Context: an optimization exercise on an open-source flow, tuned for small area, a short achievable clock period and few clock cycles per item. The choices shown serve that exercise and are no tape-out recipe. Only simulation tests tie the RTL to the original design; equivalence was not proved. Power figures rest on the tool's default switching activity, not on a simulated workload.

<file path="design.v">
`timescale 1ns / 1ps
package srd_pkg;
  localparam int SCREEN_WIDTH  = 720;
  localparam int SCREEN_HEIGHT = 576;
  localparam int NUM_COLORS    = 4;
  localparam logic [9:0] AREA_LEFT_RST   = 10'd0;
  localparam logic [9:0] AREA_TOP_RST    = 10'd0;
  localparam logic [9:0] AREA_RIGHT_RST  = 10'((SCREEN_WIDTH - 1) & 1023);
  localparam logic [9:0] AREA_BOTTOM_RST = 10'((SCREEN_HEIGHT - 1) & 1023);
  localparam int OUT_DATA_W = 80;
  typedef struct packed {
    logic       np;
    logic       isrun;
    logic       last;
    logic       fd;
    logic [1:0] color;
    logic [9:0] len;
    logic [9:0] y;
    logic [9:0] x;
  } ent_t;
endpackage
`timescale 1ns / 1ps
module srd_core (
  input  logic [9:0]     left,
  input  logic [9:0]     top,
  input  logic [9:0]     right,
  input  logic [9:0]     bottom,
  input  logic [9:0]     x,
  input  logic [9:0]     y,
  input  logic [5:0]     acc,
  input  logic [1:0]     held,
  input  logic           fin,
  input  logic [7:0]     d,
  input  logic           sf,
  input  logic           fsel,
  input  logic           np,
  input  logic           lastb,
  output logic [9:0]     x_n,
  output logic [9:0]     y_n,
  output logic [5:0]     acc_n,
  output logic [1:0]     held_n,
  output logic           fin_n,
  output logic [1:0]     npush,
  output logic [1:0]     npush_ub,
  output srd_pkg::ent_t  ent0,
  output srd_pkg::ent_t  ent1
);
  logic [10:0] ytop;
  logic [9:0]  x0, y0;
  logic [5:0]  acc0, acc1;
  logic [1:0]  held0, held1;
  logic        fin0;
  logic [3:0]  n1, n2;
  logic        done1, done2, fill1, fill2, wrap1, wrap2, e1, e2, en2, wrap, yend;
  logic [7:0]  len1, len2;
  logic [10:0] sum1, sum2, y2;
  logic [9:0]  x1, flen1, flen2;
  srd_pkg::ent_t r1, r2, tok;
  always_comb begin
    n1   = d[7:4];
    n2   = d[3:0];
    ytop = {1'b0, top} + {10'd0, fsel};
    x0    = sf ? left : x;
    y0    = sf ? ytop[9:0] : y;
    fin0  = sf ? (ytop > {1'b0, bottom}) : fin;
    acc0  = sf ? 6'd0 : acc;
    held0 = sf ? 2'd0 : held;
    case (held0)
      2'd0:    done1 = |n1[3:2];
      2'd1:    done1 = |acc0[1:0];
      2'd2:    done1 = |acc0[3:2];
      default: done1 = 1'b1;
    endcase
    len1  = {acc0, n1[3:2]};
    fill1 = (len1 == 8'd0);
    sum1  = {1'b0, x0} + {3'd0, len1};
    wrap1 = fill1 || (sum1 > {1'b0, right});
    flen1 = (x0 <= right) ? (right - x0 + 10'd1) : 10'd1;
    e1    = !fin0 && done1;
    if (done1) begin
      acc1  = 6'd0;
      held1 = 2'd0;
      x1    = fin0 ? x0 : sum1[9:0];
    end else begin
      acc1  = {acc0[1:0], n1};
      held1 = held0 + 2'd1;
      x1    = x0;
    end
    case (held1)
      2'd0:    done2 = |n2[3:2];
      2'd1:    done2 = |acc1[1:0];
      2'd2:    done2 = |acc1[3:2];
      default: done2 = 1'b1;
    endcase
    len2  = {acc1, n2[3:2]};
    fill2 = (len2 == 8'd0);
    sum2  = {1'b0, x1} + {3'd0, len2};
    wrap2 = fill2 || (sum2 > {1'b0, right});
    flen2 = (x1 <= right) ? (right - x1 + 10'd1) : 10'd1;
    en2   = !fin0 && !(done1 && wrap1);
    e2    = en2 && done2;
    wrap = (e1 && wrap1) || (e2 && wrap2);
    y2   = {1'b0, y0} + 11'd2;
    yend = y2 > {1'b0, bottom};
    x_n    = wrap ? left : (e2 ? sum2[9:0] : x1);
    y_n    = (wrap && !yend) ? y2[9:0] : y0;
    fin_n  = fin0 || (wrap && yend) || lastb;
    if (lastb || fin0 || (e1 && wrap1) || e2) begin
      acc_n  = 6'd0;
      held_n = 2'd0;
    end else if (en2) begin
      acc_n  = {acc1[1:0], n2};
      held_n = held1 + 2'd1;
    end else begin
      acc_n  = acc1;
      held_n = held1;
    end
    r1.np    = np;
    r1.isrun = 1'b1;
    r1.last  = !e2;
    r1.fd    = wrap1 && yend;
    r1.color = n1[1:0];
    r1.len   = fill1 ? flen1 : {2'd0, len1};
    r1.y     = y0;
    r1.x     = x0;
    r2.np    = np && !e1;
    r2.isrun = 1'b1;
    r2.last  = 1'b1;
    r2.fd    = wrap2 && yend;
    r2.color = n2[1:0];
    r2.len   = fill2 ? flen2 : {2'd0, len2};
    r2.y     = y0;
    r2.x     = x1;
    tok       = '0;
    tok.np    = 1'b1;
    ent0  = e1 ? r1 : (e2 ? r2 : tok);
    ent1  = r2;
    npush = (e1 && e2) ? 2'd2 : ((e1 || e2 || np) ? 2'd1 : 2'd0);
    npush_ub = fin0 ? {1'b0, np} :
               ((done1 && done2) ? 2'd2 : ((done1 || done2 || np) ? 2'd1 : 2'd0));
  end
endmodule
`timescale 1ns / 1ps
module subpicture_rle_decoder_unit (
  input  logic        clk,
  input  logic        rst,
  input  logic        cfg_we,
  input  logic [1:0]  cfg_index,
  input  logic [9:0]  cfg_data,
  input  logic        s_tvalid,
  output logic        s_tready,
  input  logic [7:0]  s_tdata,    
  input  logic [2:0]  s_tuser,    
  input  logic        s_tlast,    
  output logic        m_tvalid,
  input  logic        m_tready,
  output logic [srd_pkg::OUT_DATA_W-1:0] m_tdata,
  output logic        m_tlast
);
  logic [9:0] a_left, a_top, a_right, a_bottom;
  always_ff @(posedge clk) begin
    if (rst) begin
      a_left   <= srd_pkg::AREA_LEFT_RST;
      a_top    <= srd_pkg::AREA_TOP_RST;
      a_right  <= srd_pkg::AREA_RIGHT_RST;
      a_bottom <= srd_pkg::AREA_BOTTOM_RST;
    end else if (cfg_we) begin
      case (cfg_index)
        2'd0: a_left   <= cfg_data;
        2'd1: a_top    <= cfg_data;
        2'd2: a_right  <= (cfg_data > 10'(srd_pkg::SCREEN_WIDTH - 1)) ?
                          10'(srd_pkg::SCREEN_WIDTH - 1) : cfg_data;
        default: a_bottom <= (cfg_data > 10'(srd_pkg::SCREEN_HEIGHT - 1)) ?
                             10'(srd_pkg::SCREEN_HEIGHT - 1) : cfg_data;
      endcase
    end
  end
  logic        in_v, sk_v;
  logic [11:0] in_b, sk_b;    
  logic        proc;
  logic        s_fire;
  assign s_tready = !sk_v;
  assign s_fire   = s_tvalid && !sk_v;
  always_ff @(posedge clk) begin
    if (rst) begin
      in_v <= 1'b0;
      sk_v <= 1'b0;
    end else begin
      if (proc || !in_v) begin
        in_v <= sk_v || s_fire;
        sk_v <= 1'b0;
      end else if (s_fire) begin
        sk_v <= 1'b1;
      end
    end
  end
  always_ff @(posedge clk) begin
    if (proc || !in_v) begin
      if (sk_v) in_b <= sk_b;
      else if (s_fire) in_b <= {s_tdata, s_tuser[0], s_tuser[1], s_tuser[2], s_tlast};
    end
    if (s_fire && in_v && !proc) sk_b <= {s_tdata, s_tuser[0], s_tuser[1], s_tuser[2], s_tlast};
  end
  logic [9:0] px, py, px_n, py_n;
  logic [5:0] acc, acc_n;
  logic [1:0] held, held_n;
  logic       fin, fin_n;
  logic [1:0] npush, npush_ub;
  srd_pkg::ent_t e0, e1;
  srd_core u_core (
    .left(a_left), .top(a_top), .right(a_right), .bottom(a_bottom),
    .x(px), .y(py), .acc(acc), .held(held), .fin(fin),
    .d(in_b[11:4]), .sf(in_b[3]), .fsel(in_b[2]), .np(in_b[1]), .lastb(in_b[0]),
    .x_n(px_n), .y_n(py_n), .acc_n(acc_n), .held_n(held_n), .fin_n(fin_n),
    .npush(npush), .npush_ub(npush_ub), .ent0(e0), .ent1(e1)
  );
  always_ff @(posedge clk) begin
    if (rst) begin
      px   <= '0;
      py   <= '0;
      acc  <= '0;
      held <= '0;
      fin  <= 1'b1;
    end else if (proc) begin
      px   <= px_n;
      py   <= py_n;
      acc  <= acc_n;
      held <= held_n;
      fin  <= fin_n;
    end
  end
  srd_pkg::ent_t q0, q1;
  logic [1:0]    qn, qbase;
  logic          o_v, o_take, pop;
  assign o_take = !o_v || m_tready;
  assign pop    = (qn != 2'd0) && o_take;
  assign qbase  = qn - {1'b0, pop};
  assign proc   = in_v && ({1'b0, qbase} + {1'b0, npush_ub} <= 3'd2);
  always_ff @(posedge clk) begin
    if (rst) begin
      qn <= '0;
    end else begin
      qn <= qbase + (proc ? npush : 2'd0);
    end
  end
  always_ff @(posedge clk) begin
    if (pop && qn == 2'd2) q0 <= q1;
    else if (proc && qbase == 2'd0) q0 <= e0;
    if (proc && qbase == 2'd0) q1 <= e1;
    else if (proc && qbase == 2'd1) q1 <= e0;
  end
  logic [3:0][9:0]  bminx, bminy, bmaxy;
  logic [3:0][10:0] bmaxx;
  logic [9:0]  sminx, sminy, smaxy;
  logic [10:0] smaxx, hend;
  logic [9:0]  nminx, nminy, nmaxy;
  logic [10:0] nmaxx;
  srd_pkg::ent_t h;
  logic [9:0]  o_x, o_y, o_len, o_minx, o_miny, o_maxy;
  logic [10:0] o_maxx;
  logic [1:0]  o_color;
  logic        o_fd, o_last;
  always_comb begin
    h = q0;
    if (h.np) begin
      sminx = a_right;
      sminy = a_bottom;
      smaxx = {1'b0, a_left};
      smaxy = a_top;
    end else begin
      sminx = bminx[h.color];
      sminy = bminy[h.color];
      smaxx = bmaxx[h.color];
      smaxy = bmaxy[h.color];
    end
    hend  = {1'b0, h.x} + {1'b0, h.len} - 11'd1;
    nminx = (h.x < sminx) ? h.x : sminx;
    nminy = (h.y < sminy) ? h.y : sminy;
    nmaxx = (hend > smaxx) ? hend : smaxx;
    nmaxy = (h.y > smaxy) ? h.y : smaxy;
  end
  always_ff @(posedge clk) begin
    if (rst) begin
      o_v <= 1'b0;
      for (int c = 0; c < 4; c++) begin
        bminx[c] <= srd_pkg::AREA_RIGHT_RST;
        bminy[c] <= srd_pkg::AREA_BOTTOM_RST;
        bmaxx[c] <= {1'b0, srd_pkg::AREA_LEFT_RST};
        bmaxy[c] <= srd_pkg::AREA_TOP_RST;
      end
    end else if (o_take) begin
      o_v <= pop && h.isrun;
      if (pop) begin
        for (int c = 0; c < 4; c++) begin
          if (h.isrun && h.color == 2'(c)) begin
            bminx[c] <= nminx;
            bminy[c] <= nminy;
            bmaxx[c] <= nmaxx;
            bmaxy[c] <= nmaxy;
          end else if (h.np) begin
            bminx[c] <= a_right;
            bminy[c] <= a_bottom;
            bmaxx[c] <= {1'b0, a_left};
            bmaxy[c] <= a_top;
          end
        end
      end
    end
  end
  always_ff @(posedge clk) begin
    if (o_take && pop) begin
      o_x     <= h.x;
      o_y     <= h.y;
      o_len   <= h.len;
      o_color <= h.color;
      o_fd    <= h.fd;
      o_last  <= h.last;
      o_minx  <= nminx;
      o_miny  <= nminy;
      o_maxx  <= nmaxx;
      o_maxy  <= nmaxy;
    end
  end
  assign m_tvalid = o_v;
  assign m_tlast  = o_last;
  assign m_tdata  = {2'b00, o_fd, o_maxy, 2'b00, o_maxx, o_miny, o_minx, o_color,
                     2'b00, o_len, o_y, o_x};
endmodule
</file>
<file path="run.sh">
#!/bin/bash
# synth_recipe.tcl (not shown) runs the flow's synth.tcl, then flattens the netlist and writes it again
# the make line also repeats each setting of config.mk as NAME=value (left out here)
make -C /OpenROAD-flow-scripts/flow DESIGN_CONFIG=/design/flow/config.mk WORK_HOME=/design/flow/orfs CLKGATE_MAP_FILE= SYNTH_SCRIPT=/design/flow/synth_recipe.tcl finish
</file>
<file path="config.mk">
export PLATFORM = sky130hd
export DESIGN_NAME = subpicture_rle_decoder_unit
export DESIGN_NICKNAME = subpicture_rle_decoder_unit
export VERILOG_FILES = /design/flow/design.v
export SDC_FILE = /design/flow/constraint.sdc
export NUM_CORES = 4
export LEC_CHECK = 0
export CAP_MARGIN = 20
export CORE_MARGIN = 2
export CORE_UTILIZATION = 25
export PLACE_DENSITY = 0.45
export SLEW_MARGIN = 20
</file>
<file path="constraint.sdc">
create_clock -name core_clock -period 14.0 [get_ports {clk}]
set_input_delay 2.8000 -clock core_clock [delete_from_list [all_inputs] [get_ports {clk}]]
set_output_delay 2.8000 -clock core_clock [all_outputs]
set_load 0.01 [all_outputs]
</file>
==> out/summary.txt <==
die area: 101000 sq um
Int Power: 4.19 mW
fin crit share: 55.9%
hpwl dp: 61.6 mm
Max Buffers Root-to-Sink: 3
FP Rows: 115
Mean Syn Cell Area: 9.47 sq um
Worst-path clk slew: 0.06 ns
Post-synth EDFFs: 169
GRT met1 Usage: 24.0%
Post-CTS Setup Bufs: 0
Rel. slew slack: 21.0%
critical path arrival: 8.30 ns
final hold vios: 0
R2R setup slack: 6.18 ns
Critical Path Fanout Max: 25
Fmax: 128 MHz
Crit Path Class: register to register
hold path endpoint: q1[33]$_SDFFE_PP1P_
Crit path top cell by count: ha_1
RSZ-0062 raised after global routing: no
Worst Tran Pin Value: 1.18 ns
final net count: 2874
Clock Sinks: 409
I/O Buffers: 105
Setup crit start kind: register
Detail Route Antenna Nets: 0
GR peak layer: met2
Peak VDD IR: 0.233 mV
Initial Util: 25.2%
vias in the first global route: 19800
Tmin final: 7.82 ns
Critical Path RT: 14.48 ns
Hold Path Class: register to register
Seq cells post-synth: 409
status: no timing/DRC/antenna violations
routed vias/inst: 5.09
cts repair resizes: 0
root buf cell: clkbuf_16
Yosys top cell area share: 20.5%
final setup fails: 0
cts hold-fix bufs: 0
Synth area leader: edfxtp_1
worst skew pair latency: 0.62 ns
synth cell count leaders: a21oi_1, dfxtp_1, nand2_1
TNS Setup: 0 ns
worst r2r src: a_top[0]$_SDFFE_PP0P_
Total GRT Usage: 17.0%
cell area power density: 274 nW/um^2
clock power share: 17.2%
YS warnings: 2
GR Overflow Total: 0
met2 usage: 26.9%
Post-Syn Area: 24700 sq um
Sequential Power Share: 26.5%
layout cells sized above 1: 11.5%
global-route wire length before repair: 132 mm
worst reg2reg endpoint: py[1]$_SDFFE_PP0P_
io pins: 112
DRT Wirelength: 88.0 mm
Critical-path top delay cell: a211oi_1
total power: 7.94 mW
Yosys cell types: 90
Seq/Total Area, Yosys: 40.0%
DR WL/cell: 22.1 microns
CP max stage delay: 0.65 ns
CP endpoint kind: register
main area contributors after synthesis: edfxtp_1, dfxtp_1, ha_1
Pleak: 11.6 nW
Die Ht: 318 microns
predominant post-synthesis flop cell: dfxtp_1
CTS H-tree depth: 2
share of flip-flops with an asynchronous set or reset: 0%
gpl congestion: 0.877
Pre-antenna DRT Iters: 6
Post-Route Skew: 0.0411 ns
DR vias: 20300
number of instances on the worst hold path: 2
hold_sp: q1[33]$_SDFFE_PP1P_
final slew viol count: 0
Area Overhead vs Synth: 17.1%
CTS Buf Count: 49
Iter 0 DRT Violations: 1542
pin count of the biggest net entering global routing: 89
global routing met3 resource utilization: 2.35%
max-cap violations: 0
# DRC: 0
R2R depth: 29
Die X: 318 microns
NetSw: 3.75 mW
Fill cells: 10400
most numerous cell in the Yosys netlist: a21oi_1
core area: 98100 sq um
CTS tree: done
sw frac: 47.2%
initial antenna violation count: 0
Setup crit start: a_top[0]$_SDFFE_PP0P_
synthesized instance count: 2610
combinational power share: 56.3%
layout by cell type (no fill, tap or decap), types with 52 or more instances in the layout:
cell,count
a21oi_1,293
buf_4,52
clkdlybuf4s50_1,104
dfxtp_1,240
edfxtp_1,169
ha_1,184
inv_1,183
mux2_2,55
mux2i_1,70
nand2_1,200
nor2_1,143
o21ai_0,159
state kept, by name, indices dropped and copies added (netlist names), 11 cells and up:
name    flops
in_b       12
sk_b       12
bmaxy      40
q1         36
q0         36
o_maxx     11
bminy      40
bmaxx      44
bminx      40
through the flow:
| step | worst slack [ns] | cell area (sq um) | std cells | hold slack, ns | util [%] |
|---|---|---|---|---|---|
| floorplan | 2.61 | 24700 | 2615 | 0.400 | - |
| CTS | 6.26 | 28900 | 3979 | 0.440 | 29.4 |
| finish | 6.18 | 28900 | 3982 | 0.439 | 29.5 |
| global route | 5.65 | 28900 | 3981 | 0.458 | 29.5 |
| global placement | 5.71 | 27100 | 3886 | 0.431 | 27.7 |
| detailed placement | 5.67 | 27200 | 3887 | 0.432 | 27.7 |
cell type report:
cell class / count / area [sq um] / share of cell area (%)
Antenna cell: 1 / 2.50 / 0.00865
Tap cell: 1287 / 1610 / 5.57
Timing Repair Buffer: 159 / 1490 / 5.13
Sequential cell: 409 / 9880 / 34.2
Clock inverter: 26 / 314 / 1.09
Clock buffer: 66 / 1410 / 4.86
Multi-Input combinational cell: 1846 / 13500 / 46.7
Inverter: 188 / 713 / 2.47
worst max-delay path by stage:
stage                              end  depth (start not counted)
floorplan              q0[0]$_DFFE_PP_                         17
detailed placement    q1[16]$_DFFE_PP_                         18
global route        py[1]$_SDFFE_PP0P_                         30
global placement      q0[27]$_DFFE_PP_                         15
finish              py[1]$_SDFFE_PP0P_                         29
CTS                 py[1]$_SDFFE_PP0P_                         30
power groups by stage:
stage	clock, mW	combinational, mW	sequential, mW
floorplan	0	2.86	2.07
global placement	0	4.44	2.14
detailed placement	0	4.45	2.14
CTS	1.40	4.46	2.11
global route	1.44	4.92	2.15
finish	1.37	4.47	2.10
critical path: cells and delay by family, from the launching register on:
family | cells | cell delay (ns)
XOR/XNOR | 2 | 0.34
flip-flops | 1 | 0.42
AO/OA/AOI/OAI | 14 | 4.09
adder cells (fa/ha/maj) | 5 | 1.46
AND/OR/NAND/NOR | 8 | 1.36
layer usage:
metal,part of all wire [%],wire (microns),vias up
li1,-,-,9711
met1,47,41400,9891
met2,45,40000,562
met3,4.9,4340,114
met4,2.6,2250,0
met5,0,0,-
cells by family (layout without fill, tap and decap cells):
group | count (synthesis) | in the layout | share of synthesized area [%]
AO/OA/AOI/OAI | 774 | 774 | 20.2
AND/OR/NAND/NOR | 640 | 640 | 12.4
flip-flops | 409 | 409 | 40.0
buffers and inverters | 360 | 439 | 5.78
adder cells (fa/ha/maj) | 192 | 192 | 9.97
multiplexers | 169 | 169 | 9.25
XOR/XNOR | 65 | 65 | 2.33
other | 1 | 7 | 0.0152
Testbench counts, summed over its fixed seeds: cycles 12,244, bytes 12,000.

port drivers added, routing unchanged:
The results above use ideal ports. As a check the final layout listed here was re-extracted and re-timed, cells and wires unchanged.
Step 1 assumes that a clkbuf_16 drives the clock port and a buf_2 every other input.
Step 2 adds t to the input delays and takes it off the output delays; t is the mean of the earliest and latest rising clock arrival at the registers after step 1. Input paths then give back, and output paths get back, about the clock's delay inside the block.
a / b / c = ideal ports / drivers / drivers and shift; a / b = the first two.
t, ns: 0.661
slack for setup (ns): 6.179 / 6.179 / 5.664
hold WS [ns]: 0.439 / 0.439 / 0.439
worst setup path after step 2: input to register
clock arrival spread, ns: 0.044 / 0.044
After both steps this run still meets setup and hold. The setup slack of this run moves by 0.000 ns with the drivers and by -0.515 ns with both steps.
